Context: an optimization exercise on an open-source flow, tuned for a short achievable clock period and few clock cycles. The choices shown serve that exercise and are no tape-out recipe.
The RTL was checked by simulation tests, not by an equivalence proof against the original design.
No activity file was given, so power comes from the tool's default toggle rates.

===== config.mk =====
export PLATFORM = sky130hd
export DESIGN_NAME = l1dTop
export DESIGN_NICKNAME = l1dTop
export VERILOG_FILES = /design/flow/design.v
export SDC_FILE = /design/flow/constraint.sdc
export NUM_CORES = 4
export LEC_CHECK = 0
export CAP_MARGIN = 20
export CORE_MARGIN = 2
export CORE_UTILIZATION = 40
export SETUP_SLACK_MARGIN = 1.5
export SLEW_MARGIN = 20
export TNS_END_PERCENT = 5

===== constraint.sdc =====
create_clock -name core_clock -period 4.5 [get_ports {clk}]
set_input_delay 0.9000 -clock core_clock [delete_from_list [all_inputs] [get_ports {clk}]]
set_output_delay 0.9000 -clock core_clock [all_outputs]
set_load 0.01 [all_outputs]

===== design.v =====
`default_nettype none
package l1dPkg;
    localparam int wordBits = 32;                        
    localparam logic [2:0] opPut           = 3'd0;       
    localparam logic [2:0] opGet           = 3'd4;       
    localparam logic [2:0] opAccessAck     = 3'd0;       
    localparam logic [2:0] opAccessAckData = 3'd1;       
    localparam logic [3:0] sizeWord = 4'd2;              
    typedef enum logic [1:0] {
        stIdle       = 2'b00,                            
        stWriteBus   = 2'b01,                            
        stReadBus    = 2'b10,                            
        stWriteCache = 2'b11                             
    } ctrlState;
endpackage
`default_nettype wire
`default_nettype none
module l1dTop #(
    parameter int         indexBits = 4,
    parameter logic [4:0] sourceId  = 5'd1
) (
    input  wire                                  clk,
    input  wire                                  rst_n,
    input  wire                                  reqValid,
    input  wire                                  reqWrite,
    input  wire  [l1dPkg::wordBits-1:0]          reqAddr,
    input  wire  [l1dPkg::wordBits-1:0]          reqWdata,
    output logic                                 respValid,
    output logic [l1dPkg::wordBits-1:0]          respRdata,
    output logic                                 respError,
    output logic                                 busy,
    output logic                                 aValid,
    input  wire                                  aReady,
    output logic [l1dPkg::wordBits-1:0]          aAddress,
    output logic [2:0]                           aOpcode,
    output logic [3:0]                           aSize,
    output logic [3:0]                           aMask,
    output logic [l1dPkg::wordBits-1:0]          aData,
    output logic [2:0]                           aParam,
    output logic [4:0]                           aSource,
    output logic                                 aCorrupt,
    input  wire                                  dValid,
    output logic                                 dReady,
    input  wire  [2:0]                           dOpcode,
    input  wire  [l1dPkg::wordBits-1:0]          dData,
    input  wire  [1:0]                           dParam,
    input  wire  [4:0]                           dSource,
    input  wire  [1:0]                           dSink,
    input  wire                                  dDenied,
    input  wire                                  dCorrupt,
    input  wire  [3:0]                           dSize
);
    localparam int lines   = 1 << indexBits;
    localparam int wb      = l1dPkg::wordBits;
    localparam int tagBits = wb - indexBits - 2;
    localparam int qBits   = 3;                          
    localparam int qLen    = 1 << qBits;
    typedef logic [qBits-1:0] qPtr;
    localparam int jRob    = 0;
    localparam int jWrite  = jRob + qLen;
    localparam int jTag    = jWrite + 1;
    localparam int jIdx    = jTag + tagBits;
    localparam int jOldDat = jIdx + indexBits;
    localparam int jOldTag = jOldDat + wb;
    localparam int jOldDty = jOldTag + tagBits;
    localparam int jOldVal = jOldDty + 1;
    localparam int jPut    = jOldVal + 1;
    localparam int jobBits = jPut + 1;
    typedef logic [jobBits-1:0] job_t;
    logic [lines-1:0]   validQ;
    logic [lines-1:0]   dirtyQ;
    logic [lines-1:0]   pendQ;                           
    logic [tagBits-1:0] tagQ  [lines];
    logic [wb-1:0]      dataQ [lines];
    qPtr                rHead, rTail;
    logic [qLen-1:0]    rUsed;                           
    logic [qLen-1:0]    rReady;                          
    logic [qLen-1:0]    rErr;
    logic [wb-1:0]      rData [qLen];
    logic               cActive;
    job_t               cJob;
    logic [lines-1:0]   cSel;                            
    job_t               wJob [qLen];
    qPtr                wHead, wTail;
    logic [qLen-1:0]    wUsed;                           
    logic                 bValid;
    logic                 bConf;                         
    logic                 bRedoRead;                     
    logic                 bRedoCmp;                      
    logic                 bWrite;
    logic [indexBits-1:0] bIdx;
    logic [tagBits-1:0]   bTag;
    logic [wb-1:0]        bWdata;
    logic [qLen-1:0]      bRob;                          
    logic [lines-1:0]     bSel;                          
    logic                 bHit;                          
    logic                 bVVal;                         
    logic                 bVDty;                         
    logic [tagBits-1:0]   bVTag;
    logic [wb-1:0]        bData;
    logic                 accept;
    logic                 stay;                          
    logic                 go;
    logic                 lHit;
    logic                 lMiss;
    logic [indexBits-1:0] rIdx;
    logic [tagBits-1:0]   rTag;
    logic [lines-1:0]     inMatch;
    assign accept = reqValid && !busy;
    assign go     = bValid && !bConf;
    assign stay   = bValid && bConf;
    assign lHit   = go && bHit;
    assign lMiss  = go && !bHit;
    assign rIdx = reqAddr[indexBits+1:2];
    assign rTag = reqAddr[wb-1:indexBits+2];
    always_comb
        for (int i = 0; i < lines; i++)
            inMatch[i] = validQ[i] && (tagQ[i] == rTag);
    logic isGetQ;
    logic done;
    logic fault;
    logic putOk;
    logic jobEnd;
    logic endOk;                                         
    assign done   = cActive && dValid && (dSource == sourceId) && (dSize == l1dPkg::sizeWord)
                    && (dOpcode == (isGetQ ? l1dPkg::opAccessAckData : l1dPkg::opAccessAck));
    assign fault  = dDenied || dCorrupt;
    assign putOk  = done && !isGetQ && !fault;
    assign jobEnd = done && (isGetQ || fault);
    assign endOk  = done && isGetQ && !fault;
    logic                 fValid;
    logic [lines-1:0]     fSel;
    logic                 fFault;
    logic                 fOldVal;
    logic                 fOldDty;
    logic [tagBits-1:0]   fOldTag;
    logic [wb-1:0]        fData;
    logic                 fWrData;
    always_ff @(posedge clk or negedge rst_n)
    begin
        if (!rst_n)
            fValid <= 1'b0;
        else
            fValid <= jobEnd;
    end
    always_ff @(posedge clk)
    begin
        fSel    <= cSel;
        fFault  <= fault;
        fOldVal <= cJob[jOldVal];
        fOldDty <= cJob[jOldDty];
        fOldTag <= cJob[jOldTag +: tagBits];
        fWrData <= fault || !cJob[jWrite];                 
        fData   <= fault ? cJob[jOldDat +: wb] : dData;
    end
    logic [lines-1:0] settle;
    assign settle = endOk ? cSel : '0;
    logic          pSame;
    logic          inHit;
    logic          inVVal;
    logic          inVDty;
    logic [tagBits-1:0] inVTag;
    logic [wb-1:0] inData;
    logic          confIn;
    logic          confB;
    logic          bValidNext;
    logic          bConfNext;
    assign pSame = go && (bIdx == rIdx);
    always_comb
    begin
        inHit  = inMatch[rIdx];
        inVVal = validQ[rIdx];
        inVDty = dirtyQ[rIdx];
        inVTag = tagQ[rIdx];
        inData = dataQ[rIdx];
        if (fValid && fWrData && fSel[rIdx])
            inData = fData;
        if (pSame)
        begin
            if (bWrite)
            begin
                inData = bWdata;
                inVDty = 1'b1;
            end
            if (!bHit)
            begin
                inHit  = (rTag == bTag);
                inVVal = 1'b1;
                inVTag = bTag;
                inVDty = bWrite;
            end
        end
    end
    assign confIn = (pendQ[rIdx] && !settle[rIdx] && !(fValid && !fFault && fSel[rIdx]))
                    || (lMiss && bIdx == rIdx);
    assign confB  = pendQ[bIdx] && !settle[bIdx];
    always_comb
    begin
        if (stay)
        begin
            bValidNext = 1'b1;
            bConfNext  = bRedoRead || (!bRedoCmp && confB);
        end
        else
        begin
            bValidNext = accept;
            bConfNext  = confIn;
        end
    end
    always_ff @(posedge clk or negedge rst_n)
    begin
        if (!rst_n)
        begin
            bValid    <= 1'b0;
            bConf     <= 1'b0;
            bRedoRead <= 1'b0;
            bRedoCmp  <= 1'b0;
        end
        else
        begin
            bValid    <= bValidNext;
            bConf     <= bConfNext;
            if (stay)
            begin
                bRedoRead <= !bRedoRead && !bRedoCmp && fValid && fFault && |(fSel & bSel);
                bRedoCmp  <= bRedoRead;
            end
            else
            begin
                bRedoRead <= fValid && fFault && fSel[rIdx];
                bRedoCmp  <= 1'b0;
            end
        end
    end
    always_ff @(posedge clk)
    begin
        if (!stay)
        begin
            bWrite <= reqWrite;
            bIdx   <= rIdx;
            bTag   <= rTag;
            bWdata <= reqWdata;
            for (int e = 0; e < qLen; e++)
                bRob[e] <= (rTail == e);
            for (int i = 0; i < lines; i++)
                bSel[i] <= (rIdx == i);
            bHit   <= inHit;
            bVVal  <= inVVal;
            bVDty  <= inVDty;
            bVTag  <= inVTag;
            bData  <= inData;
        end
        else if (bRedoRead)
        begin
            bVVal  <= validQ[bIdx];
            bVDty  <= dirtyQ[bIdx];
            bVTag  <= tagQ[bIdx];
            bData  <= dataQ[bIdx];
        end
        else if (bRedoCmp)
            bHit   <= bVVal && (bVTag == bTag);
    end
    logic          fwd;
    logic [wb-1:0] lineData;
    assign fwd      = fValid && fWrData && |(fSel & bSel);
    assign lineData = fwd ? fData : bData;
    always_ff @(posedge clk or negedge rst_n)
    begin
        if (!rst_n)
        begin
            validQ <= '0;
            dirtyQ <= '0;
            pendQ  <= '0;
        end
        else
            for (int i = 0; i < lines; i++)
            begin
                if (go && bSel[i])
                begin
                    if (bHit)
                        dirtyQ[i] <= dirtyQ[i] || bWrite;
                    else
                    begin
                        validQ[i] <= 1'b1;
                        dirtyQ[i] <= bWrite;
                    end
                end
                else if (fValid && fFault && fSel[i])
                begin
                    validQ[i] <= fOldVal;
                    dirtyQ[i] <= fOldDty;
                end
                if (go && bSel[i] && !bHit)
                    pendQ[i] <= 1'b1;
                else if (fValid && fSel[i])
                    pendQ[i] <= 1'b0;
            end
    end
    always_ff @(posedge clk)
        for (int i = 0; i < lines; i++)
        begin
            if (go && bSel[i] && !bHit)
                tagQ[i] <= bTag;
            else if (fValid && fFault && fSel[i])
                tagQ[i] <= fOldTag;
            if (go && bSel[i] && bWrite)
                dataQ[i] <= bWdata;
            else if (fValid && fWrData && fSel[i])
                dataQ[i] <= fData;
        end
    job_t bJob;                                          
    assign bJob = {bVVal && bVDty, bVVal, bVDty, bVTag, lineData, bIdx, bTag, bWrite, bRob};
    logic fromWait;                                      
    logic fromLook;                                      
    logic busFree;                                       
    logic push;
    logic pop;
    assign busFree  = !cActive || jobEnd;
    assign fromWait = jobEnd && wUsed[0];
    assign fromLook = lMiss && busFree && !wUsed[0];
    assign push     = lMiss && !fromLook;
    assign pop      = fromWait;
    always_ff @(posedge clk)
        wJob[wTail] <= bJob;
    always_ff @(posedge clk or negedge rst_n)
    begin
        if (!rst_n)
        begin
            wHead   <= '0;
            wTail   <= '0;
            wUsed   <= '0;
            cActive <= 1'b0;
        end
        else
        begin
            if (push)
                wTail <= wTail + qPtr'(1);
            if (pop)
                wHead <= wHead + qPtr'(1);
            if (push && !pop)
                wUsed <= {wUsed[qLen-2:0], 1'b1};
            else if (pop && !push)
                wUsed <= {1'b0, wUsed[qLen-1:1]};
            if (fromWait || fromLook)
                cActive <= 1'b1;
            else if (jobEnd)
                cActive <= 1'b0;
        end
    end
    logic [wb-1:2] aAddrQ;
    job_t          nJob;
    assign nJob = wUsed[0] ? wJob[wHead] : bJob;
    always_ff @(posedge clk or negedge rst_n)
    begin
        if (!rst_n)
            aValid <= 1'b0;
        else if (fromWait || fromLook || putOk)
            aValid <= 1'b1;
        else if (aReady)
            aValid <= 1'b0;
    end
    always_ff @(posedge clk)
    begin
        if (putOk)
        begin
            isGetQ <= 1'b1;
            aAddrQ <= {cJob[jTag +: tagBits], cJob[jIdx +: indexBits]};
        end
        else if (busFree)
        begin
            cJob   <= nJob;
            for (int i = 0; i < lines; i++)
                cSel[i] <= (nJob[jIdx +: indexBits] == i);
            isGetQ <= !nJob[jPut];
            aAddrQ <= nJob[jPut] ? {nJob[jOldTag +: tagBits], nJob[jIdx +: indexBits]} : {nJob[jTag +: tagBits], nJob[jIdx +: indexBits]};
            aData  <= nJob[jOldDat +: wb];
        end
    end
    logic respNow;
    assign respNow = rUsed[0] && rReady[rHead];
    always_ff @(posedge clk or negedge rst_n)
    begin
        if (!rst_n)
        begin
            rHead     <= '0;
            rTail     <= '0;
            rUsed     <= '0;
            rReady    <= '0;
            respValid <= 1'b0;
            busy      <= 1'b0;
        end
        else
        begin
            if (accept)
                rTail <= rTail + qPtr'(1);
            if (respNow)
                rHead <= rHead + qPtr'(1);
            if (accept && !respNow)
                rUsed <= {rUsed[qLen-2:0], 1'b1};
            else if (respNow && !accept)
                rUsed <= {1'b0, rUsed[qLen-1:1]};
            busy   <= (bValidNext && bConfNext) || rUsed[qLen-1] || (rUsed[qLen-2] && accept);
            for (int e = 0; e < qLen; e++)
            begin
                if (respNow && rHead == e)
                    rReady[e] <= 1'b0;
                else if ((lHit && bRob[e]) || (jobEnd && cJob[jRob + e]))
                    rReady[e] <= 1'b1;
            end
            respValid <= respNow;
        end
    end
    always_ff @(posedge clk)
    begin
        for (int e = 0; e < qLen; e++)
        begin
            if (bValid && bRob[e])
            begin
                rData[e] <= bWrite ? bWdata : lineData;
                rErr[e]  <= 1'b0;
            end
            else if (jobEnd && cJob[jRob + e])
            begin
                if (!cJob[jWrite])
                    rData[e] <= dData;
                rErr[e]  <= fault;
            end
        end
        respRdata <= rData[rHead];
        respError <= rErr[rHead];
    end
    assign aAddress = {aAddrQ, 2'b00};
    assign aOpcode  = isGetQ ? l1dPkg::opGet : l1dPkg::opPut;
    assign aSize    = l1dPkg::sizeWord;
    assign aMask    = 4'hf;
    assign aParam   = 3'd0;
    assign aSource  = sourceId;
    assign aCorrupt = 1'b0;
    assign dReady   = 1'b1;
endmodule
`default_nettype wire

===== run.sh =====
#!/bin/bash
# synth_recipe.tcl (not shown) runs the flow's synth.tcl, then flattens the netlist and writes it again
# the make line also repeats each setting of config.mk as NAME=value (left out here)
make -C /OpenROAD-flow-scripts/flow DESIGN_CONFIG=/design/flow/config.mk WORK_HOME=/design/flow/orfs CLKGATE_MAP_FILE= SYNTH_SCRIPT=/design/flow/synth_recipe.tcl finish

==> flow_metrics.py, run 1 <==
metrics = {
    "outcome": {
        "status": "complete, no violations",
    },
    "worst_hold_path": {
        "min-delay-path-class": "flip-flop to flip-flop",
        "whs_path_depth": 0,
    },
    "cts": {
        "cts_root_buf": "clkbuf_16",
        "cts_buffers": 274,
        "cts.path.max_buffers": 4,
        "htreeDepth": 5,
        "clk_latency_ns": 0.88,
        "clk_pin_slew_worst_paths_ns": 0.06,
        "cts_sinks": 2490,
        "tritoncts": "yes",
    },
    "placed_design": {
        "dp_hpwl_mm": 303,
        "postPlaceCellArea_um2": 128000,
        "dp.cells": 12300,
        "port_buffers": 212,
        "gp_congestion": 1.05,
        "dp_worst_setup_slack_ns": 0.141,
    },
    "sta": {
        "rsz0062_at_grt": "true",
        "period_needed_ns": 3.22,
        "slew_headroom_pct": 17.6,
        "hold_viol": 0,
        "setup_viol": 0,
        "finalMaxSlewViolations": 0,
        "fin_skew_ns": 0.0520,
        "tightest_slew_ns": 1.24,
        "fin_crit_sh_pct": 71.7,
        "clock.fmax_ghz": 0.310,
        "setup_slack_ns": 1.28,
    },
    "yosys": {
        "yosys_warnings": 4,
        "synth_ff_type": "edfxtp_1",
        "syn_area_per_cell_um2": 14.0,
        "netlist_instances": 8553,
        "synth_top_area_share_pct": 57.3,
        "ys_top_cells_by_area": "edfxtp_1, mux2_2, mux4_2, a22oi_1, xor2_1",
        "async_flop_share_pct": 3.73,
        "ys_ff_latch": 2490,
        "yosysSeqAreaShare_pct": 61.3,
        "synth-edff-count": 2277,
        "netlist_area_um2": 119000,
        "yosysMostFrequentCell": "edfxtp_1",
        "synth_top_cell_by_area": "edfxtp_1",
        "synth.distinct_cells": 80,
        "synthTopCellsByCount": "edfxtp_1, mux2_2, clkbuf_1",
    },
    "power_and_ir_drop": {
        "power.density_nw_per_um2": 596,
        "p_total_mw": 82.2,
        "vdd_drop_max_uv": 691,
        "leakage_nw": 45.3,
    },
    "routing": {
        "drc": 0,
        "drt_iter0_markers": 15900,
        "drt-met1-wl_mm": 191,
        "dr.max_layer_used": "met5",
        "routed_wl_mm": 491,
        "routedWlPerCell_um": 38.2,
        "wl_met2_mm": 206,
        "drt_pre_antenna_iters": 13,
        "vias": 85700,
        "antenna_left": 0,
        "met3WireLength_mm": 67.3,
        "via_per_inst": 6.67,
    },
    "global_routing": {
        "grt_max_degree": 96,
        "grt-ovfl-total": 0,
        "grt_pass1_wl_mm": 667,
        "grtUsageTotal_pct": 31.5,
        "grt_pass1_vias": 81700,
        "antenna_found_initial": 43,
    },
    "setup_path": {
        "max_stage_delay_ns": 0.53,
        "worst_path_most_repeated_cell": "a31oi_1",
        "worstSetupStartpointType": "primary input",
        "critPathCapture": "bHit",
        "cp-end-kind": "flip-flop",
        "crit_type": "primary input to flip-flop",
        "required_ns": 5.09,
        "cp_slowest_cell": "xor2_1",
        "crit_chain": "clkdlybuf4s50_1 > buf_12 > buf_6 > xor2_1 > nor4_1 > nand3_1 > nor3_1 > a31oi_1 > a31oi_1 > o311ai_1 > buf_4 > o41ai_1",
        "timing.rr.start": "bIdx[2]",
        "rr_worst_depth": 9,
        "reg2reg_to": "bData[8]",
        "setup.worst_path.start": "reqAddr[7]",
        "rrSetupSlack_ns": 1.41,
        "arrival_ns": 3.81,
        "crit_fanout": 12,
    },
    "floorplan": {
        "initial_utilization_pct": 40.2,
        "chipHeight_um": 550,
        "core_area_um2": 297000,
        "dieWidth_um": 550,
        "die_area_um2": 303000,
        "io_pins": 241,
        "row_count": 200,
    },
    "finish": {
        "utilization_pct": 46.5,
        "drive_gt1_share_pct": 27.1,
        "syn_to_final_growth_pct": 15.6,
        "fin_area_um2": 138000,
        "fin_cells": 12800,
        "nFillCells": 26000,
        "num-nets-final": 8803,
    },
    "run": {
        "cap_violations": 0,
    },
}
per-layer routing:
| metal | vias up | GRT usage, % |
|---|---|---|
| met2 | 7010 | 45.5 |
| met1 | 43300 | 43.2 |
| met4 | 26 | 13.3 |
| li1 | 33700 | - |
| met3 | 1675 | 10.6 |
| met5 | - | 0.0313 |
cells by family after synthesis:
group / after synthesis / synth area share [%]
xor gates and xnor gates: 479 / 3.52
adders and majority gates: 16 / 0.168
muxes: 1484 / 16.1
buffers and inverters: 911 / 3.24
DFF: 2490 / 61.3
and+or+nand+nor: 1380 / 5.37
AOI/OAI and AO/OA: 1791 / 10.4
other: 2 / 0.00629
final cells by class:
type	instances	area (um2)	area share [%]
Antenna cell	33	82.6	0.0598
Clock buffer	376	7600	5.51
Clock inverter	103	966	0.700
Inverter	22	91.3	0.0662
Multi-Input combinational cell	5174	43600	31.6
Sequential cell	2490	73100	53.0
Tap cell	3939	4930	3.57
Timing Repair Buffer	705	7550	5.47
where the power goes:
part,total [mW],internal [mW],switching (mW)
Combinational,23.6,7.83,15.8
Sequential,36.5,32.8,3.73
Clock,22.1,12.7,9.34
metrics by stage:
step,TNS (ns),hold slack (ns)
3_3_place_gp,0,0.334
5_1_grt,0,0.366
4_1_cts,0,0.346
3_5_place_dp,0,0.327
6_report,0,0.344
2_1_floorplan,-185.25,0.323
critical path: cells and delay by family:
family                    cells  cell delay (ns)
AOI/OAI and AO/OA             4             0.83
xor gates and xnor gates      1             0.53
buffers and inverters         4             1.06
and+or+nand+nor               3             0.46
flip-flops by register name, indices dropped and copies added, names as in the netlist, 30 cells and up:
name and cells:
fData 32, dataQ 512, respRdata 32, aData 31
cJob 68, tagQ 416, bWdata 32, bData 32
aAddrQ 30, rData 256, wJob 800
how the worst min path moves through the flow:
stage,endpoint,slack [ns],startpoint
2_1_floorplan,fOldDty,0.32,cJob[97]
3_3_place_gp,fOldTag[0],0.33,cJob[71]
3_5_place_dp,fOldTag[14],0.33,cJob[85]
4_1_cts,fOldTag[0],0.35,cJob[71]
5_1_grt,fOldTag[0],0.37,cJob[71]
6_report,fOldTag[0],0.34,cJob[71]
layout by cell type, fill, tap and decap left out, types with 33 or more instances in the layout:
cell	n
mux4_2	242
clkinv_2	34
nand3_1	142
diode_2	33
clkinv_1	38
a22oi_1	523
clkdlybuf4s50_1	203
nor4_1	74
a22o_1	146
o21ai_0	370
xnor2_1	144
mux2_2	1060
o221ai_1	38
a21oi_1	274
clkbuf_1	75
dfxtp_1	118
o22ai_1	64
buf_12	131
dfrtp_1	86
mux2i_1	151
a222oi_1	46
nor2_1	265
edfxtp_1	2277
clkbuf_16	282
a221oi_1	153
buf_4	350
nand2_1	519
nand4_1	147
nand2_2	52
xor2_1	310
what timing repair did:
| action | in CTS | in global routing |
|---|---|---|
| resized for setup | 45 | 100 |
| pin swaps | 4 | 9 |
| hold buffers | 1 | 0 |
| setup endpoints to repair | 2155 | 451 |
| endpoints found under the hold margin | 13 | 0 |
| gates cloned | 2 | 1 |
| setup buffers | 7 | 26 |
Testbench counts, summed over its fixed seeds: cycles 13,055.
==> inputs of run 2 (changes only) <==
--- a/design.v
+++ b/design.v
@@ -87,6 +87,8 @@
     logic                 bConf;                         
     logic                 bRedoRead;                     
     logic                 bRedoCmp;                      
+    logic                 bFix;                          
+    logic                 bTagEqP;                       
     logic                 bWrite;
     logic [indexBits-1:0] bIdx;
     logic [tagBits-1:0]   bTag;
@@ -111,10 +113,14 @@
     assign stay   = bValid && bConf;
     assign lHit   = go && bHit;
     assign lMiss  = go && !bHit;
+    logic [lines-1:0]     rSel;
     assign rIdx = reqAddr[indexBits+1:2];
     assign rTag = reqAddr[wb-1:indexBits+2];
     always_comb
         for (int i = 0; i < lines; i++)
+            rSel[i] = (rIdx == i);
+    always_comb
+        for (int i = 0; i < lines; i++)
             inMatch[i] = validQ[i] && (tagQ[i] == rTag);
     logic isGetQ;
     logic done;
@@ -168,7 +174,7 @@
     assign pSame = go && (bIdx == rIdx);
     always_comb
     begin
-        inHit  = inMatch[rIdx];
+        inHit  = |(inMatch & rSel);
         inVVal = validQ[rIdx];
         inVDty = dirtyQ[rIdx];
         inVTag = tagQ[rIdx];
@@ -184,7 +190,6 @@
             end
             if (!bHit)
             begin
-                inHit  = (rTag == bTag);
                 inVVal = 1'b1;
                 inVTag = bTag;
                 inVDty = bWrite;
@@ -215,9 +220,11 @@
             bConf     <= 1'b0;
             bRedoRead <= 1'b0;
             bRedoCmp  <= 1'b0;
+            bFix      <= 1'b0;
         end
         else
         begin
+            bFix      <= !stay && lMiss && (bIdx == rIdx);
             bValid    <= bValidNext;
             bConf     <= bConfNext;
             if (stay)
@@ -242,9 +249,9 @@
             bWdata <= reqWdata;
             for (int e = 0; e < qLen; e++)
                 bRob[e] <= (rTail == e);
-            for (int i = 0; i < lines; i++)
-                bSel[i] <= (rIdx == i);
+            bSel   <= rSel;
             bHit   <= inHit;
+            bTagEqP <= (rTag == bTag);
             bVVal  <= inVVal;
             bVDty  <= inVDty;
             bVTag  <= inVTag;
@@ -257,13 +264,23 @@
             bVTag  <= tagQ[bIdx];
             bData  <= dataQ[bIdx];
         end
+        else if (bFix)
+            bHit   <= bTagEqP;
         else if (bRedoCmp)
             bHit   <= bVVal && (bVTag == bTag);
     end
-    logic          fwd;
+    logic          bFwd;                               
     logic [wb-1:0] lineData;
-    assign fwd      = fValid && fWrData && |(fSel & bSel);
-    assign lineData = fwd ? fData : bData;
+    logic [lines-1:0] nextSel;
+    assign nextSel  = stay ? bSel : rSel;
+    assign lineData = bFwd ? fData : bData;
+    always_ff @(posedge clk or negedge rst_n)
+    begin
+        if (!rst_n)
+            bFwd <= 1'b0;
+        else
+            bFwd <= jobEnd && (fault || !cJob[jWrite]) && |(cSel & nextSel);
+    end
     always_ff @(posedge clk or negedge rst_n)
     begin
         if (!rst_n)
@@ -359,21 +376,55 @@
         else if (aReady)
             aValid <= 1'b0;
     end
-    always_ff @(posedge clk)
+    logic          isGetS;
+    logic [wb-1:2] aAddrS;
+    logic [wb-1:0] aDataS;
+    logic          isGetN;
+    logic [wb-1:2] aAddrN;
+    logic [wb-1:0] aDataN;
+    always_comb
     begin
+        isGetN = isGetS;
+        aAddrN = aAddrS;
+        aDataN = aDataS;
         if (putOk)
         begin
-            isGetQ <= 1'b1;
-            aAddrQ <= {cJob[jTag +: tagBits], cJob[jIdx +: indexBits]};
+            isGetN = 1'b1;
+            aAddrN = {cJob[jTag +: tagBits], cJob[jIdx +: indexBits]};
         end
         else if (busFree)
         begin
+            isGetN = !nJob[jPut];
+            aAddrN = nJob[jPut] ? {nJob[jOldTag +: tagBits], nJob[jIdx +: indexBits]}
+                                : {nJob[jTag +: tagBits], nJob[jIdx +: indexBits]};
+            aDataN = nJob[jOldDat +: wb];
+        end
+    end
+    always_ff @(posedge clk or negedge rst_n)
+    begin
+        if (!rst_n)
+        begin
+            isGetQ <= 1'b0;
+            aAddrQ <= '0;
+            aData  <= '0;
+        end
+        else
+        begin
+            isGetQ <= isGetN;
+            aAddrQ <= aAddrN;
+            aData  <= aDataN;
+        end
+    end
+    always_ff @(posedge clk)
+    begin
+        isGetS <= isGetN;
+        aAddrS <= aAddrN;
+        aDataS <= aDataN;
+        if (!putOk && busFree)
+        begin
             cJob   <= nJob;
             for (int i = 0; i < lines; i++)
                 cSel[i] <= (nJob[jIdx +: indexBits] == i);
-            isGetQ <= !nJob[jPut];
-            aAddrQ <= nJob[jPut] ? {nJob[jOldTag +: tagBits], nJob[jIdx +: indexBits]} : {nJob[jTag +: tagBits], nJob[jIdx +: indexBits]};
-            aData  <= nJob[jOldDat +: wb];
         end
     end
     logic respNow;
==> flow/run.sh (new file) <==
#!/bin/bash
# Layout flow: the standard flow (standard synthesis, then ORFS from floorplan to finish),
# except that the port buffers are plain sky130_fd_sc_hd__buf_4 cells instead of the delay
# cells buffer_ports picks by default, which the resizer then leaves slow on every port path.
set -euo pipefail
bash standard.sh synth > synth.log 2>&1
bash standard.sh BUFFER_PORTS_ARGS="-buffer_cell sky130_fd_sc_hd__buf_4" finish > layout.log 2>&1
==> standard.sh (new file) <==
#!/bin/bash
# synth_recipe.tcl (not shown) runs the flow's synth.tcl, then flattens the netlist and writes it again
# the make line also repeats each setting of config.mk as NAME=value (left out here)
make -C /OpenROAD-flow-scripts/flow DESIGN_CONFIG=/design/flow/config.mk WORK_HOME=/design/flow/orfs CLKGATE_MAP_FILE= SYNTH_SCRIPT=/design/flow/synth_recipe.tcl "${@:-finish}"
--- a/config.mk
+++ b/config.mk
@@ -8,6 +8,6 @@
 export CAP_MARGIN = 20
 export CORE_MARGIN = 2
 export CORE_UTILIZATION = 40
-export SETUP_SLACK_MARGIN = 1.5
+export SETUP_SLACK_MARGIN = 2.3
 export SLEW_MARGIN = 20
-export TNS_END_PERCENT = 5
+export TNS_END_PERCENT = 100
removed: run.sh
==> flow_metrics.py, run 2 <==
metrics = {
    "cts": {
        "cts_root_buf": "clkbuf_16",
        "cts_buffers": 281,
        "cts.path.max_buffers": 4,
        "clk_pin_slew_worst_paths_ns": 0.06,
        "tritoncts": "yes",
        "htreeDepth": 5,
        "cts_sinks": 2588,
        "clk_latency_ns": 0.92,
    },
    "placed_design": {
        "dp_worst_setup_slack_ns": 0.522,
        "gp_congestion": 1.07,
        "dp_hpwl_mm": 316,
        "port_buffers": 212,
        "postPlaceCellArea_um2": 130000,
    },
    "yosys": {
        "async_flop_share_pct": 6.11,
        "synth_top_area_share_pct": 54.9,
        "yosysMostFrequentCell": "edfxtp_1",
        "synth_ff_type": "edfxtp_1",
        "yosys_warnings": 4,
        "synthTopCellsByCount": "edfxtp_1, mux2_2, nand2_1",
        "ys_top_cells_by_area": "edfxtp_1, mux2_2, mux4_2, dfxtp_1, dfrtp_1",
        "synth.distinct_cells": 76,
        "netlist_instances": 8821,
        "syn_area_per_cell_um2": 13.8,
        "synth_top_cell_by_area": "edfxtp_1",
        "ys_ff_latch": 2588,
        "synth-edff-count": 2232,
        "yosysSeqAreaShare_pct": 61.4,
        "netlist_area_um2": 122000,
    },
    "run": {
        "cap_violations": 0,
    },
    "global_routing": {
        "grt-ovfl-total": 0,
        "grt_max_degree": 103,
        "grt_pass1_vias": 89000,
        "grtUsageTotal_pct": 36.8,
        "grt_pass1_wl_mm": 779,
        "antenna_found_initial": 58,
    },
    "sta": {
        "clock.fmax_ghz": 0.341,
        "hold_viol": 0,
        "period_needed_ns": 2.93,
        "tightest_slew_ns": 1.35,
        "fin_skew_ns": 0.0550,
        "slew_headroom_pct": 9.40,
        "setup_tns_ns": 0,
        "rsz0062_at_grt": "true",
        "fin_crit_sh_pct": 65.2,
        "finalMaxSlewViolations": 0,
        "setup_slack_ns": 1.57,
        "setup_viol": 0,
    },
    "setup_path": {
        "cp-end-kind": "flip-flop",
        "crit_fanout": 3,
        "setup.worst_path.start": "tagQ[14][20]",
        "required_ns": 5.24,
        "crit_type": "flip-flop to flip-flop",
        "max_stage_delay_ns": 0.74,
        "cp_num_buf_inv": 1,
        "cp_slowest_cell": "xnor2_1",
        "crit_chain": "xnor2_1 > nand4_1 > nor3_1 > a2111oi_2 > and4_4 > a31oi_1 > buf_4",
        "crit_family": "simple AND/OR/NAND/NOR gates",
        "worstSetupStartpointType": "flip-flop",
        "arrival_ns": 3.67,
        "timing.rr.start": "tagQ[14][20]",
    },
    "finish": {
        "multi_input_area_um2": 50100,
        "fin_area_um2": 160000,
        "num-nets-final": 9848,
        "reg_top3": "wJob x800, dataQ x512, tagQ x416",
        "nFillCells": 24300,
        "layout_common_cells": "edfxtp_1, nand2_1, buf_4, mux2_4, mux2_2",
        "largest_register": "wJob",
        "utilization_pct": 52.9,
        "syn_to_final_growth_pct": 31.5,
        "final_common_cell": "edfxtp_1",
        "largest_reg_flops": 800,
        "drive_gt1_share_pct": 39.5,
        "seqCellArea_um2": 75100,
    },
    "power_and_ir_drop": {
        "power.density_nw_per_um2": 540,
        "p_total_mw": 86.6,
        "vdd_drop_max_uv": 645,
        "leakage_nw": 56.9,
    },
    "routing": {
        "met3WireLength_mm": 102,
        "vias": 98500,
        "routedWlPerCell_um": 44.0,
        "drt_pre_antenna_iters": 11,
        "drc": 0,
        "routed_wl_mm": 614,
        "antenna_left": 0,
        "via_per_inst": 7.06,
        "dr.max_layer_used": "met5",
        "drt_iter0_markers": 19200,
        "wl_met2_mm": 243,
        "drt-met1-wl_mm": 213,
    },
    "worst_hold_path": {
        "min-delay-path-class": "primary input to async pin",
    },
    "floorplan": {
        "chipHeight_um": 556,
        "initial_utilization_pct": 40.3,
        "io_pins": 241,
        "die_area_um2": 309000,
        "core_area_um2": 303000,
        "row_count": 202,
        "dieWidth_um": 556,
    },
    "outcome": {
        "status": "complete, no violations",
    },
}
[run 2: cell count changes in the layout (fill, tap and decap cells not counted), moves of 73 or more]
cell,change
buf_4,+237
nand2_1,+103
clkdlybuf4s50_1,-203
buf_12,+165
buf_16,+192
mux2_4,+574
mux2_2,-582
a22oi_1,-99
a21oi_2,+74
a21oi_1,-75
o21ai_0,-73
buf_6,+261
[run 2: logic make-up (layout without fill, tap and decap cells)]
kind of cell | count (synthesis) | in the layout | share of synthesized area [%]
fa+ha+maj | 16 | 16 | 0.164
flops | 2588 | 2588 | 61.4
mux | 1489 | 1489 | 15.8
other cells | 2 | 70 | 0.00616
compound gates | 1786 | 1786 | 10.2
buf+inv | 900 | 1975 | 3.10
xor+xnor | 479 | 479 | 3.44
simple gates | 1561 | 1568 | 5.92
[run 2: worst paths after layout]
check / to / slack [ns] / cells after the start
max in group asynchronous: aData[18] / 3.47 / 2
worst min-delay path: aAddrQ[23] / 0.04 / 1
worst max-delay path: bHit / 1.57 / 7
min in group core_clock: bWdata[12] / 0.17 / 1
worst min register to register: fOldDty / 0.34 / 0
worst max register to register: bHit / 1.57 / 7
[run 2: repair_timing]
item                        CTS  global route
buffers inserted            407           231
hold buffers                  0             0
setup endpoints to repair  3201          2145
gates resized for setup    1316          1034
gates cloned                157            63
pin swaps                   318           223
[run 2: layout make-up]
class                      instances  share of cell area [%]
antenna                           48                  0.0749
clock buffer                     378                    4.89
clock inverter                   116                   0.663
inverter                          22                  0.0671
multi-input combinational       5360                    31.2
sequential                      2588                    46.8
tap                             3978                    3.10
timing repair buffer            1459                    13.2
[run 2: report_power, final]
group	switching [mW]	internal [mW]	total (mW)
Sequential	3.06	32.6	35.7
Clock	10.0	13.2	23.2
Combinational	17.4	10.3	27.7
Total	30.5	56.1	86.6
[run 2: metrics by stage]
stage | std cells | hold WS (ns)
4_1_cts | 13600 | 0.0502
6_report | 13900 | 0.0388
2_1_floorplan | 8841 | 0.323
5_1_grt | 13900 | 0.0704
3_3_place_gp | 12500 | 0.332
3_5_place_dp | 12500 | 0.327
[run 2: metal layers]
layer	vias up	track usage, %
met5	-	1.19
met3	3231	17.3
li1	36200	-
met4	63	23.2
met2	10000	50.7
met1	49000	46.2
Testbench counts of run 2, summed over its fixed seeds: cycles 13,055.
==> inputs of run 3 (changes only) <==
--- a/design.v
+++ b/design.v
@@ -60,7 +60,8 @@
     localparam int jWrite  = jRob + qLen;
     localparam int jTag    = jWrite + 1;
     localparam int jIdx    = jTag + tagBits;
-    localparam int jOldDat = jIdx + indexBits;
+    localparam int jSel    = jIdx + indexBits;
+    localparam int jOldDat = jSel + lines;
     localparam int jOldTag = jOldDat + wb;
     localparam int jOldDty = jOldTag + tagBits;
     localparam int jOldVal = jOldDty + 1;
@@ -89,6 +90,10 @@
     logic                 bRedoCmp;                      
     logic                 bFix;                          
     logic                 bTagEqP;                       
+    logic [tagBits-1:0]   bPTag;                         
+    logic                 bPWrite;
+    logic [wb-1:0]        bPWdata;
+    logic                 bPFwd;                         
     logic                 bWrite;
     logic [indexBits-1:0] bIdx;
     logic [tagBits-1:0]   bTag;
@@ -176,25 +181,30 @@
     begin
         inHit  = |(inMatch & rSel);
         inVVal = validQ[rIdx];
-        inVDty = dirtyQ[rIdx];
+        inVDty = dirtyQ[rIdx] || (pSame && bWrite);
         inVTag = tagQ[rIdx];
         inData = dataQ[rIdx];
         if (fValid && fWrData && fSel[rIdx])
             inData = fData;
-        if (pSame)
-        begin
-            if (bWrite)
-            begin
-                inData = bWdata;
-                inVDty = 1'b1;
-            end
-            if (!bHit)
+    end
+    logic               rdVVal;
+    logic               rdVDty;
+    logic [tagBits-1:0] rdVTag;
+    logic [wb-1:0]      rdData;
+    always_comb
+    begin
+        rdVVal = 1'b0;
+        rdVDty = 1'b0;
+        rdVTag = '0;
+        rdData = '0;
+        for (int i = 0; i < lines; i++)
+            if (bSel[i])
             begin
-                inVVal = 1'b1;
-                inVTag = bTag;
-                inVDty = bWrite;
+                rdVVal = rdVVal | validQ[i];
+                rdVDty = rdVDty | dirtyQ[i];
+                rdVTag = rdVTag | tagQ[i];
+                rdData = rdData | dataQ[i];
             end
-        end
     end
     assign confIn = (pendQ[rIdx] && !settle[rIdx] && !(fValid && !fFault && fSel[rIdx]))
                     || (lMiss && bIdx == rIdx);
@@ -252,6 +262,10 @@
             bSel   <= rSel;
             bHit   <= inHit;
             bTagEqP <= (rTag == bTag);
+            bPTag   <= bTag;
+            bPWrite <= bWrite;
+            bPWdata <= bWdata;
+            bPFwd   <= pSame && bWrite;
             bVVal  <= inVVal;
             bVDty  <= inVDty;
             bVTag  <= inVTag;
@@ -259,13 +273,19 @@
         end
         else if (bRedoRead)
         begin
-            bVVal  <= validQ[bIdx];
-            bVDty  <= dirtyQ[bIdx];
-            bVTag  <= tagQ[bIdx];
-            bData  <= dataQ[bIdx];
+            bVVal  <= rdVVal;
+            bVDty  <= rdVDty;
+            bVTag  <= rdVTag;
+            bData  <= rdData;
+            bPFwd  <= 1'b0;
         end
         else if (bFix)
+        begin
             bHit   <= bTagEqP;
+            bVVal  <= 1'b1;
+            bVTag  <= bPTag;
+            bVDty  <= bPWrite;
+        end
         else if (bRedoCmp)
             bHit   <= bVVal && (bVTag == bTag);
     end
@@ -273,7 +293,7 @@
     logic [wb-1:0] lineData;
     logic [lines-1:0] nextSel;
     assign nextSel  = stay ? bSel : rSel;
-    assign lineData = bFwd ? fData : bData;
+    assign lineData = bFwd ? fData : bPFwd ? bPWdata : bData;
     always_ff @(posedge clk or negedge rst_n)
     begin
         if (!rst_n)
@@ -326,7 +346,7 @@
                 dataQ[i] <= fData;
         end
     job_t bJob;                                          
-    assign bJob = {bVVal && bVDty, bVVal, bVDty, bVTag, lineData, bIdx, bTag, bWrite, bRob};
+    assign bJob = {bVVal && bVDty, bVVal, bVDty, bVTag, lineData, bSel, bIdx, bTag, bWrite, bRob};
     logic fromWait;                                      
     logic fromLook;                                      
     logic busFree;                                       
@@ -366,7 +386,13 @@
     end
     logic [wb-1:2] aAddrQ;
     job_t          nJob;
-    assign nJob = wUsed[0] ? wJob[wHead] : bJob;
+    job_t          hJob;
+    always_ff @(posedge clk)
+        if (pop)
+            hJob <= wUsed[1] ? wJob[wHead + qPtr'(1)] : bJob;
+        else if (!wUsed[0])
+            hJob <= bJob;
+    assign nJob = wUsed[0] ? hJob : bJob;
     always_ff @(posedge clk or negedge rst_n)
     begin
         if (!rst_n)
@@ -423,8 +449,7 @@
         if (!putOk && busFree)
         begin
             cJob   <= nJob;
-            for (int i = 0; i < lines; i++)
-                cSel[i] <= (nJob[jIdx +: indexBits] == i);
+            cSel   <= nJob[jSel +: lines];
         end
     end
     logic respNow;
==> flow_metrics.py, run 3 <==
metrics = {
    "setup_path": {
        "crit_family": "simple AND/OR/NAND/NOR gates",
        "worstSetupStartpointType": "flip-flop",
        "crit_type": "flip-flop to flip-flop",
        "reg2reg_to": "bHit",
        "cp-end-kind": "flip-flop",
        "max_stage_delay_ns": 0.78,
        "rrSetupSlack_ns": 1.36,
        "crit_fanout": 3,
        "arrival_ns": 3.84,
        "required_ns": 5.20,
        "timing.rr.start": "tagQ[13][9]",
        "cp_slowest_cell": "nand4_1",
        "crit_chain": "xnor2_1 > nand4_1 > nor4_1 > nand4_1 > nand4_1 > nor4_2 > a21oi_4",
        "cp_num_cells": 7,
        "worst_path_most_repeated_cell": "nand4_1",
        "setup.worst_path.start": "tagQ[13][9]",
        "rr_worst_depth": 7,
        "cp_num_buf_inv": 0,
        "critPathCapture": "bHit",
    },
    "finish": {
        "fin_cells": 14700,
        "syn_to_final_growth_pct": 25.1,
        "final_common_cell": "edfxtp_1",
        "largest_register": "wJob",
        "num-nets-final": 10100,
        "drive_gt1_share_pct": 34.6,
        "largest_reg_flops": 928,
        "layout_common_cells": "edfxtp_1, mux2_2, a22oi_1, nor2_1, a21oi_1",
        "nFillCells": 27200,
        "seqCellArea_um2": 83100,
        "utilization_pct": 50.3,
        "multi_input_area_um2": 50200,
        "reg_top3": "wJob x928, dataQ x512, tagQ x416",
    },
    "sta": {
        "fin_skew_ns": 0.0549,
        "tightest_slew_ns": 1.24,
        "slew_headroom_pct": 17.5,
        "period_needed_ns": 3.14,
        "setup_tns_ns": 0,
        "fin_crit_sh_pct": 69.8,
        "hold_viol": 0,
        "clock.fmax_ghz": 0.319,
        "rsz0062_at_grt": "true",
        "finalMaxSlewViolations": 0,
        "setup_viol": 0,
    },
    "worst_hold_path": {
        "min-delay-path-class": "primary input to async pin",
    },
    "run": {
        "cap_violations": 0,
    },
    "global_routing": {
        "grtUsageTotal_pct": 32.9,
        "antenna_found_initial": 64,
        "grt_pass1_vias": 91200,
        "met3_usage_pct": 11.9,
        "gr-usage-met2_pct": 47.1,
        "grt_pass1_wl_mm": 772,
        "grt.busiest_layer": "met2",
        "grt_max_degree": 110,
        "grt-ovfl-total": 0,
        "use_met1_pct": 43.2,
    },
    "yosys": {
        "synthMuxAreaShare_pct": 15.7,
        "synth-edff-count": 2420,
        "yosysMostFrequentCell": "edfxtp_1",
        "synth.distinct_cells": 70,
        "ys_ff_latch": 2892,
        "synth-xor-area-share_pct": 3.17,
        "synth_top_area_share_pct": 54.8,
        "synthSimpleGateAreaFrac_pct": 5.45,
        "synthTopCellsByCount": "edfxtp_1, mux2_2, nor2_1",
        "synth_top_family_by_area": "multiplexers",
        "synth_compound_area_share_pct": 10.1,
        "yosysSeqAreaShare_pct": 62.5,
        "netlist_instances": 9447,
        "yosys_warnings": 4,
        "syn_area_per_cell_um2": 14.0,
        "synth-adder-area-share_pct": 0.151,
        "netlist_area_um2": 133000,
        "ys_top_cells_by_area": "edfxtp_1, mux2_2, dfxtp_1, mux4_2, a22oi_1",
        "synth_top_cell_by_area": "edfxtp_1",
        "synth_ff_type": "edfxtp_1",
        "async_flop_share_pct": 5.46,
    },
    "placed_design": {
        "dp.cells": 13500,
        "dp_hpwl_mm": 309,
        "gp_congestion": 1.05,
        "port_buffers": 212,
    },
    "floorplan": {
        "core_area_um2": 330000,
        "row_count": 211,
        "chipHeight_um": 580,
        "dieWidth_um": 580,
        "io_pins": 241,
        "die_area_um2": 336000,
        "initial_utilization_pct": 40.2,
    },
    "routing": {
        "vias": 101000,
        "drt_pre_antenna_iters": 14,
        "drc": 0,
        "routed_wl_mm": 609,
        "via_per_inst": 6.88,
        "routedWlPerCell_um": 41.5,
        "drt_iter0_markers": 20100,
        "antenna_left": 0,
    },
    "cts": {
        "cts.path.max_buffers": 4,
        "cts_sinks": 2892,
        "cts_root_buf": "clkbuf_16",
        "clk_latency_ns": 0.90,
        "cts_buffers": 309,
        "tritoncts": "yes",
        "clk_pin_slew_worst_paths_ns": 0.06,
        "htreeDepth": 5,
    },
    "power_and_ir_drop": {
        "vdd_drop_max_uv": 677,
        "power.density_nw_per_um2": 552,
        "leakage_nw": 56.6,
        "p_total_mw": 91.6,
    },
    "outcome": {
        "status": "complete, no violations",
    },
}
-- run 3: kinds of logic (layout without fill, tap and decap cells) --
group,after synthesis,in the layout
compound gates,1962,1962
xor+xnor,480,480
fa+ha+maj,16,16
buf+inv,920,1700
flops,2892,2892
mux,1604,1604
other cells,2,79
simple gates,1571,1578
-- run 3: per-layer routing --
metal	share of wire (%)	wire length, um	up-vias
met2	41	251000	9613
met4	7.7	46800	42
met1	36	219000	50600
li1	-	-	38000
met5	0.15	908	-
met3	15	91500	2692
-- run 3: final cells by class --
cell class                 count  area share, %
sequential                  2892           50.0
clock buffer                 409           5.26
clock inverter               147          0.969
timing repair buffer        1128           10.1
antenna                       57         0.0859
tap                         4366           3.29
inverter                      12         0.0610
multi-input combinational   5662           30.2
timing repair inverter         4         0.0444
-- run 3: metrics by stage --
step	hold slack (ns)	cell area (um2)	setup slack, ns
final	0.0500	166000	1.36
after global routing	0.0844	166000	1.47
after CTS	0.0504	159000	2.01
after detailed placement	0.329	140000	0.598
after global placement	0.334	140000	0.572
after floorplan	0.323	133000	0.565
-- run 3: power by group --
group	total, mW	switching [mW]	internal (mW)	leakage, nW
Clock	26.6	11.2	15.5	5.07
Combinational	24.3	15.6	8.72	24.7
Sequential	40.6	3.85	36.8	26.8
Total	91.6	30.6	61.0	56.6
-- run 3: worst min-delay path by stage --
stage | slack, ns | end | cells after the start
detailed placement | 0.33 | fOldTag[7] | 0
global route | 0.08 | aAddrQ[18] | 1
global placement | 0.33 | fOldTag[5] | 0
finish | 0.05 | aAddrQ[11] | 1
floorplan | 0.32 | fOldDty | 0
CTS | 0.05 | aAddrQ[18] | 1
-- run 3: worst reg2reg max path: stages (launching register included) --
cell and delay, ns:
edfxtp_1 0.51, xnor2_1 0.58, nand4_1 0.78, nor4_1 0.44, nand4_1 0.17, nand4_1 0.17
nor4_2 0.10, a21oi_4 0.24
-- run 3: what timing repair did --
| action | CTS | global route |
|---|---|---|
| pin swaps | 63 | 179 |
| resized for setup | 840 | 937 |
| setup endpoints to repair | 3548 | 2028 |
| setup buffers | 236 | 173 |
| endpoints found under the hold margin | 0 | 0 |
| gates cloned | 102 | 103 |
| hold buffers | 0 | 0 |
Testbench counts of run 3, summed over its fixed seeds: cycles 13,055.
==> inputs of run 4 (changes only) <==
--- a/design.v
+++ b/design.v
@@ -71,7 +71,9 @@
     logic [lines-1:0]   validQ;
     logic [lines-1:0]   dirtyQ;
     logic [lines-1:0]   pendQ;                           
-    logic [tagBits-1:0] tagQ  [lines];
+    logic [tagBits-1:0] tagQ  [lines];                   
+    logic [tagBits-1:0] tagNS [lines];                   
+    logic [tagBits-1:0] tagN  [lines];
     logic [wb-1:0]      dataQ [lines];
     qPtr                rHead, rTail;
     logic [qLen-1:0]    rUsed;                           
@@ -83,6 +85,8 @@
     logic [lines-1:0]   cSel;                            
     job_t               wJob [qLen];
     qPtr                wHead, wTail;
+    logic [qLen-1:0]    wTailSel;                        
+    logic [qLen-1:0]    wNextSel;                        
     logic [qLen-1:0]    wUsed;                           
     logic                 bValid;
     logic                 bConf;                         
@@ -113,7 +117,8 @@
     logic [indexBits-1:0] rIdx;
     logic [tagBits-1:0]   rTag;
     logic [lines-1:0]     inMatch;
-    assign accept = reqValid && !busy;
+    logic ready;                                         
+    assign accept = reqValid && ready;
     assign go     = bValid && !bConf;
     assign stay   = bValid && bConf;
     assign lHit   = go && bHit;
@@ -333,13 +338,20 @@
                     pendQ[i] <= 1'b0;
             end
     end
-    always_ff @(posedge clk)
+    always_comb
         for (int i = 0; i < lines; i++)
         begin
+            tagN[i] = ~tagNS[i];
             if (go && bSel[i] && !bHit)
-                tagQ[i] <= bTag;
+                tagN[i] = bTag;
             else if (fValid && fFault && fSel[i])
-                tagQ[i] <= fOldTag;
+                tagN[i] = fOldTag;
+        end
+    always_ff @(posedge clk)
+        for (int i = 0; i < lines; i++)
+        begin
+            tagQ[i]  <= tagN[i];
+            tagNS[i] <= ~tagN[i];
             if (go && bSel[i] && bWrite)
                 dataQ[i] <= bWdata;
             else if (fValid && fWrData && fSel[i])
@@ -358,22 +370,32 @@
     assign push     = lMiss && !fromLook;
     assign pop      = fromWait;
     always_ff @(posedge clk)
-        wJob[wTail] <= bJob;
+        for (int e = 0; e < qLen; e++)
+            if (wTailSel[e])
+                wJob[e] <= bJob;
     always_ff @(posedge clk or negedge rst_n)
     begin
         if (!rst_n)
         begin
             wHead   <= '0;
             wTail   <= '0;
+            wTailSel <= qLen'(1);
+            wNextSel <= qLen'(2);
             wUsed   <= '0;
             cActive <= 1'b0;
         end
         else
         begin
             if (push)
-                wTail <= wTail + qPtr'(1);
+            begin
+                wTail    <= wTail + qPtr'(1);
+                wTailSel <= {wTailSel[qLen-2:0], wTailSel[qLen-1]};
+            end
             if (pop)
-                wHead <= wHead + qPtr'(1);
+            begin
+                wHead    <= wHead + qPtr'(1);
+                wNextSel <= {wNextSel[qLen-2:0], wNextSel[qLen-1]};
+            end
             if (push && !pop)
                 wUsed <= {wUsed[qLen-2:0], 1'b1};
             else if (pop && !push)
@@ -387,32 +409,44 @@
     logic [wb-1:2] aAddrQ;
     job_t          nJob;
     job_t          hJob;
+    job_t          wNextJob;
+    always_comb
+    begin
+        wNextJob = '0;
+        for (int e = 0; e < qLen; e++)
+            if (wNextSel[e])
+                wNextJob = wNextJob | wJob[e];
+    end
     always_ff @(posedge clk)
         if (pop)
-            hJob <= wUsed[1] ? wJob[wHead + qPtr'(1)] : bJob;
+            hJob <= wUsed[1] ? wNextJob : bJob;
         else if (!wUsed[0])
             hJob <= bJob;
     assign nJob = wUsed[0] ? hJob : bJob;
+    logic          aValidI;
+    logic          aValidN;
+    assign aValidN = (fromWait || fromLook || putOk) || (aValidI && !aReady);
     always_ff @(posedge clk or negedge rst_n)
     begin
         if (!rst_n)
-            aValid <= 1'b0;
-        else if (fromWait || fromLook || putOk)
-            aValid <= 1'b1;
-        else if (aReady)
-            aValid <= 1'b0;
-    end
-    logic          isGetS;
-    logic [wb-1:2] aAddrS;
-    logic [wb-1:0] aDataS;
+            aValidI <= 1'b0;
+        else
+            aValidI <= aValidN;
+    end
+    always_ff @(posedge clk)
+        aValid <= aValidN;
+    logic          isGetNS;
+    logic [wb-1:2] aAddrNS;
+    logic [wb-1:0] aDataNS;
+    logic          aOpQ;
     logic          isGetN;
     logic [wb-1:2] aAddrN;
     logic [wb-1:0] aDataN;
     always_comb
     begin
-        isGetN = isGetS;
-        aAddrN = aAddrS;
-        aDataN = aDataS;
+        isGetN = !isGetNS;
+        aAddrN = ~aAddrNS;
+        aDataN = ~aDataNS;
         if (putOk)
         begin
             isGetN = 1'b1;
@@ -429,23 +463,18 @@
     always_ff @(posedge clk or negedge rst_n)
     begin
         if (!rst_n)
-        begin
             isGetQ <= 1'b0;
-            aAddrQ <= '0;
-            aData  <= '0;
-        end
         else
-        begin
             isGetQ <= isGetN;
-            aAddrQ <= aAddrN;
-            aData  <= aDataN;
-        end
     end
     always_ff @(posedge clk)
     begin
-        isGetS <= isGetN;
-        aAddrS <= aAddrN;
-        aDataS <= aDataN;
+        aOpQ    <= isGetN;
+        aAddrQ  <= aAddrN;
+        aData   <= aDataN;
+        isGetNS <= !isGetN;
+        aAddrNS <= ~aAddrN;
+        aDataNS <= ~aDataN;
         if (!putOk && busFree)
         begin
             cJob   <= nJob;
@@ -454,6 +483,13 @@
     end
     logic respNow;
     assign respNow = rUsed[0] && rReady[rHead];
+    logic busyN;
+    assign busyN = (bValidNext && bConfNext) || rUsed[qLen-1] || (rUsed[qLen-2] && accept);
+    always_ff @(posedge clk)
+    begin
+        respValid <= respNow;
+        busy      <= busyN;
+    end
     always_ff @(posedge clk or negedge rst_n)
     begin
         if (!rst_n)
@@ -462,8 +498,7 @@
             rTail     <= '0;
             rUsed     <= '0;
             rReady    <= '0;
-            respValid <= 1'b0;
-            busy      <= 1'b0;
+            ready     <= 1'b1;
         end
         else
         begin
@@ -475,7 +510,7 @@
                 rUsed <= {rUsed[qLen-2:0], 1'b1};
             else if (respNow && !accept)
                 rUsed <= {1'b0, rUsed[qLen-1:1]};
-            busy   <= (bValidNext && bConfNext) || rUsed[qLen-1] || (rUsed[qLen-2] && accept);
+            ready  <= !busyN;
             for (int e = 0; e < qLen; e++)
             begin
                 if (respNow && rHead == e)
@@ -483,7 +518,6 @@
                 else if ((lHit && bRob[e]) || (jobEnd && cJob[jRob + e]))
                     rReady[e] <= 1'b1;
             end
-            respValid <= respNow;
         end
     end
     always_ff @(posedge clk)
@@ -506,7 +540,7 @@
         respError <= rErr[rHead];
     end
     assign aAddress = {aAddrQ, 2'b00};
-    assign aOpcode  = isGetQ ? l1dPkg::opGet : l1dPkg::opPut;
+    assign aOpcode  = aOpQ ? l1dPkg::opGet : l1dPkg::opPut;
     assign aSize    = l1dPkg::sizeWord;
     assign aMask    = 4'hf;
     assign aParam   = 3'd0;
==> flow_metrics.py, run 4 <==
metrics = {
    "outcome": {
        "status": "complete, no violations",
    },
    "sta": {
        "setup_tns_ns": 0,
        "slew_headroom_pct": 21.5,
        "hold_viol": 0,
        "setup_viol": 0,
        "fin_crit_sh_pct": 55.0,
        "finalMaxSlewViolations": 0,
        "rsz0062_at_grt": "true",
        "setup_slack_ns": 2.02,
        "clock.fmax_ghz": 0.404,
        "tightest_slew_ns": 1.18,
        "period_needed_ns": 2.48,
        "fin_skew_ns": 0.0514,
    },
    "setup_path": {
        "crit_type": "flip-flop to flip-flop",
        "required_ns": 5.28,
        "reg2reg_to": "busy",
        "arrival_ns": 3.25,
        "rr_worst_depth": 10,
        "critPathCapture": "busy",
        "setup.worst_path.start": "bIdx[0]",
        "cp-end-kind": "flip-flop",
        "worstSetupStartpointType": "flip-flop",
        "timing.rr.start": "bIdx[0]",
        "rrSetupSlack_ns": 2.02,
        "crit_fanout": 4,
    },
    "power_and_ir_drop": {
        "seqPwrFrac_pct": 45.3,
        "p_sw_mw": 40.3,
        "combPwrFrac_pct": 28.3,
        "power.density_nw_per_um2": 665,
        "power_frac_clock_pct": 26.5,
        "vdd_drop_max_uv": 471,
        "p_sw_share_pct": 36.0,
        "power.internal_mw": 71.8,
        "leakage_nw": 61.6,
    },
    "finish": {
        "num-nets-final": 11800,
        "nFillCells": 30200,
        "layout_common_cells": "edfxtp_1, dfxtp_1, nor2_1, a22oi_1, mux2_2",
        "final_common_cell": "edfxtp_1",
        "fin_area_um2": 168000,
        "largest_register": "wJob",
        "reg_top3": "wJob x928, dataQ x512",
        "multi_input_area_um2": 49900,
        "seqCellArea_um2": 87400,
        "largest_reg_flops": 928,
        "drive_gt1_share_pct": 21.4,
        "syn_to_final_growth_pct": 20.5,
    },
    "yosys": {
        "netlist_instances": 11400,
        "synth-edff-count": 2004,
        "synth.distinct_cells": 71,
        "syn_area_per_cell_um2": 12.3,
        "yosysSeqAreaShare_pct": 62.3,
        "yosys_warnings": 7,
        "synth_top_area_share_pct": 43.0,
        "ys_ff_latch": 3321,
        "synthTopCellsByCount": "edfxtp_1, dfxtp_1, nor2_1",
        "yosysMostFrequentCell": "edfxtp_1",
        "async_flop_share_pct": 3.16,
        "netlist_area_um2": 140000,
        "ys_top_cells_by_area": "edfxtp_1, dfxtp_1, a22oi_1, mux2_2, a21o_1",
        "synth_ff_type": "edfxtp_1",
        "synth_top_cell_by_area": "edfxtp_1",
    },
    "routing": {
        "vias": 111000,
        "drt_iter0_markers": 19900,
        "routed_wl_mm": 640,
        "drc": 0,
        "routedWlPerCell_um": 38.6,
        "drt_pre_antenna_iters": 12,
        "via_per_inst": 6.72,
        "antenna_left": 0,
    },
    "global_routing": {
        "grt-ovfl-total": 0,
        "grt_max_degree": 120,
        "antenna_found_initial": 65,
        "grt_pass1_wl_mm": 826,
        "grt_pass1_vias": 101000,
        "grtUsageTotal_pct": 33.1,
    },
    "worst_hold_path": {
        "min-delay-path-class": "primary input to flip-flop",
        "whs_path_depth": 1,
    },
    "placed_design": {
        "port_buffers": 212,
        "gp_congestion": 1.04,
        "postPlaceCellArea_um2": 147000,
        "dp_worst_setup_slack_ns": 0.661,
        "dp_hpwl_mm": 341,
    },
    "cts": {
        "htreeDepth": 5,
        "clk_latency_ns": 0.94,
        "clk_pin_slew_worst_paths_ns": 0.06,
        "cts.path.max_buffers": 4,
        "cts_buffers": 348,
        "cts_sinks": 3321,
        "tritoncts": "yes",
        "cts_root_buf": "clkbuf_16",
    },
    "floorplan": {
        "initial_utilization_pct": 40.1,
        "chipHeight_um": 595,
        "row_count": 217,
        "die_area_um2": 354000,
        "io_pins": 241,
        "dieWidth_um": 595,
        "core_area_um2": 349000,
    },
    "run": {
        "cap_violations": 0,
    },
}
==> run 4: cell types whose count changed after synthesis, moves of 129 or more <==
cell	delta
dfxtp_1	+898
mux2i_1	-144
inv_1	+467
mux2_2	-596
nand4_1	+129
edfxtp_1	-416
mux4_2	-226
a211oi_1	+417
a22oi_1	+244
clkbuf_1	+267
a21o_1	+415
nor2_1	+269
mux2_1	+231
==> run 4: cell families (layout without fill, tap and decap cells) <==
| family | after synthesis | after routing | synth area share [%] |
|---|---|---|---|
| flip-flops | 3321 | 3321 | 62.3 |
| AO/OA/AOI/OAI | 3308 | 3313 | 17.0 |
| AND/OR/NAND/NOR | 1864 | 1874 | 6.17 |
| buffers and inverters | 1569 | 2046 | 4.38 |
| multiplexers | 862 | 862 | 7.11 |
| XOR/XNOR | 475 | 475 | 2.97 |
| adder cells (fa/ha/maj) | 14 | 14 | 0.125 |
| other | 2 | 80 | 0.00537 |
==> run 4: final cells by class <==
class | count | share of cell area [%]
diodes | 58 | 0.0861
clock buffers | 487 | 5.93
clock inverters | 143 | 0.917
inverters | 479 | 1.09
multi-input cells | 6560 | 29.6
flip-flops and latches | 3321 | 51.9
well taps | 4599 | 3.42
repair buffers | 935 | 7.05
repair inverters | 2 | 0.0104
==> run 4: worst max-delay path, cell delays in order (launching register included) <==
cell and delay [ns]:
edfxtp_1 0.43, buf_12 0.16, buf_12 0.12, mux4_2 0.44, mux2i_1 0.17, or3_1 0.16, a21oi_2 0.05, nor3_4 0.17
buf_12 0.16, nor3_4 0.06, a2111o_1 0.40
==> run 4: power by group through the flow <==
| stage | Combinational (mW) | Clock [mW] | Sequential [mW] |
|---|---|---|---|
| floorplan | 16.8 | 0 | 45.9 |
| global placement | 25.1 | 0 | 50.6 |
| detailed placement | 25.7 | 0 | 50.8 |
| CTS | 29.0 | 29.7 | 50.0 |
| global route | 32.9 | 30.9 | 50.7 |
| finish | 31.7 | 29.6 | 50.7 |
==> run 4: metal layers <==
metal / share of wire, % / vias up / track usage, %
met4: 7.4 / 33 / 19.1
met3: 14 / 2497 / 10.2
li1: - / 43700 / -
met2: 41 / 9601 / 47.3
met5: 0.049 / - / 0.0270
met1: 37 / 55600 / 44.1
==> run 4: how the worst min path moves through the flow <==
| stage | start | to | slack (ns) |
|---|---|---|---|
| global route | reqWdata[9] | bWdata[9] | 0.16 |
| CTS | reqWdata[12] | bWdata[12] | 0.16 |
| global placement | cJob[105] | fOldTag[18] | 0.33 |
| finish | reqWdata[12] | bWdata[12] | 0.17 |
| detailed placement | cJob[110] | fOldTag[23] | 0.33 |
| floorplan | cJob[113] | fOldDty | 0.32 |
==> run 4: timing repair <==
action,CTS,global route
hold buffers,1,0
cloned,39,66
endpoints found under the setup margin,3288,1389
gates resized for setup,698,267
buffers inserted,215,92
pin swaps,68,64
hold endpoints to repair,21,0
==> run 4: metrics by stage <==
step | power [mW] | hold WS, ns | std cells | utilization, %
3_5_place_dp | 76.5 | 0.327 | 15500 | 42.2
5_1_grt | 115 | 0.159 | 16500 | 48.3
6_report | 112 | 0.175 | 16600 | 48.3
4_1_cts | 109 | 0.161 | 16400 | 47.3
3_3_place_gp | 75.7 | 0.332 | 15500 | 42.1
2_1_floorplan | 62.7 | 0.323 | 11400 | -
Testbench counts of run 4, summed over its fixed seeds: cycles 13,055.
==> inputs of run 5 (changes only) <==
--- a/design.v
+++ b/design.v
@@ -187,7 +187,7 @@
         inHit  = |(inMatch & rSel);
         inVVal = validQ[rIdx];
         inVDty = dirtyQ[rIdx] || (pSame && bWrite);
-        inVTag = tagQ[rIdx];
+        inVTag = ~tagNS[rIdx];
         inData = dataQ[rIdx];
         if (fValid && fWrData && fSel[rIdx])
             inData = fData;
@@ -207,13 +207,13 @@
             begin
                 rdVVal = rdVVal | validQ[i];
                 rdVDty = rdVDty | dirtyQ[i];
-                rdVTag = rdVTag | tagQ[i];
+                rdVTag = rdVTag | ~tagNS[i];
                 rdData = rdData | dataQ[i];
             end
     end
     assign confIn = (pendQ[rIdx] && !settle[rIdx] && !(fValid && !fFault && fSel[rIdx]))
                     || (lMiss && bIdx == rIdx);
-    assign confB  = pendQ[bIdx] && !settle[bIdx];
+    assign confB  = |(pendQ & ~settle & bSel);
     always_comb
     begin
         if (stay)
==> flow_metrics.py, run 5 <==
metrics = {
    "placed_design": {
        "dp_worst_setup_slack_ns": 0.584,
        "dp.cells": 15600,
        "dp_hpwl_mm": 333,
        "port_buffers": 212,
        "gp_congestion": 1.04,
    },
    "yosys": {
        "synth_top_cell_by_area": "edfxtp_1",
        "synth-edff-count": 2004,
        "ys_top_cells_by_area": "edfxtp_1, dfxtp_1, mux2_2, a22oi_1, o211ai_1",
        "synth_ff_type": "edfxtp_1",
        "synth_top_area_share_pct": 43.1,
        "yosysMostFrequentCell": "edfxtp_1",
        "synth.distinct_cells": 75,
        "netlist_area_um2": 140000,
        "yosys_warnings": 7,
        "async_flop_share_pct": 3.16,
        "synthTopCellsByCount": "edfxtp_1, dfxtp_1, nand2_1",
        "syn_area_per_cell_um2": 12.1,
        "yosysSeqAreaShare_pct": 62.3,
        "netlist_instances": 11500,
        "ys_ff_latch": 3321,
    },
    "floorplan": {
        "initial_utilization_pct": 40.3,
        "dieWidth_um": 595,
        "chipHeight_um": 595,
        "row_count": 216,
        "io_pins": 241,
    },
    "global_routing": {
        "grtUsageTotal_pct": 38.4,
        "grt_max_degree": 131,
        "grt-ovfl-total": 1,
    },
    "cts": {
        "cts.path.max_buffers": 4,
        "cts_buffers": 340,
        "htreeDepth": 5,
        "cts_sinks": 3321,
        "cts_root_buf": "clkbuf_16",
    },
    "outcome": {
        "error": "[ERROR GRT-0232] Routing congestion too high. Check the congestion heatmap in the GUI.",
        "status": "did not finish",
        "lastStage": "global routing (5_1_grt)",
    },
}
## run 5: kinds of logic after synthesis
logic type	Yosys count	share of synthesized area, %
AND/OR/NAND/NOR	2039	6.75
other	2	0.00538
XOR/XNOR	474	2.97
adder cells (fa/ha/maj)	14	0.125
AO/OA/AOI/OAI	3273	16.4
multiplexers	826	6.77
flip-flops	3321	62.3
buffers and inverters	1599	4.62
## run 5: worst min-delay path by stage
stage	from	to	slack, ns	cells after the start
global placement	cJob[109]	fOldTag[22]	0.33	0
CTS	reqWdata[6]	bWdata[6]	0.13	1
floorplan	cJob[113]	fOldDty	0.32	0
detailed placement	cJob[88]	fOldTag[1]	0.33	0
## run 5: repair_timing
action | 4_1_cts
hold endpoints to repair | 27
hold buffers | 1
gates resized for setup | 1071
gates cloned | 99
endpoints found under the setup margin | 3271
setup buffers | 222
pin swaps | 162
## run 5: per-stage QoR
step	cell area (um2)	hold WS (ns)
after floorplan	140000	0.323
after CTS	167000	0.133
after global placement	147000	0.331
after detailed placement	147000	0.327
## run 5: power groups by stage
stage               clock, mW  sequential, mW  combinational, mW
CTS                      29.5            48.9               31.3
detailed placement          0            49.4               26.5
global placement            0            49.2               26.0
floorplan                   0            45.8               16.6
## run 5: per-layer routing
metal / overflow / GRT usage [%]
met4: 1 / 26.4
met1: 0 / 44.9
met3: 0 / 21.7
met2: 0 / 52.2
met5: 0 / 9.47
Testbench counts of run 5, summed over its fixed seeds: cycles 13,055.

==> separate check: timing with driven ports <==
The results above use ideal ports. As a check the final layouts listed here were re-extracted and re-timed, cells and wires unchanged.
Step 1 sets driving cells, clkbuf_16 on the clock port and buf_2 on the other inputs (assumed; they add their load-dependent delay and slew).
Step 2 adds t to the input delays and takes it off the output delays; t is the mean of the earliest and latest rising clock arrival at the registers after step 1. Input paths then give back, and output paths get back, about the clock's delay inside the block.
Slacks: no drivers / after step 1 / after step 2; pairs: no drivers / after step 1.
run	t, ns	setup slack, ns	hold WS [ns]	worst slew at a driven data input, ns	pins driven straight from the clock port
run 1	0.960	1.275 / 1.356 / 0.397	0.344 / 0.344 / 0.344	0.20	1
run 2	1.002	1.566 / 1.566 / 0.654	0.039 / -0.039 / 0.342	0.25	1
run 3	1.003	1.361 / 1.361 / 0.629	0.050 / -0.038 / 0.347	0.37	1
run 4	1.022	2.023 / 1.914 / 0.893	0.175 / 0.087 / 0.345	0.44	1
After both steps every run listed still meets setup and hold. For run 4, which loses most, drivers alone change the setup slack by -0.109 ns; drivers and shift together by -1.130 ns.
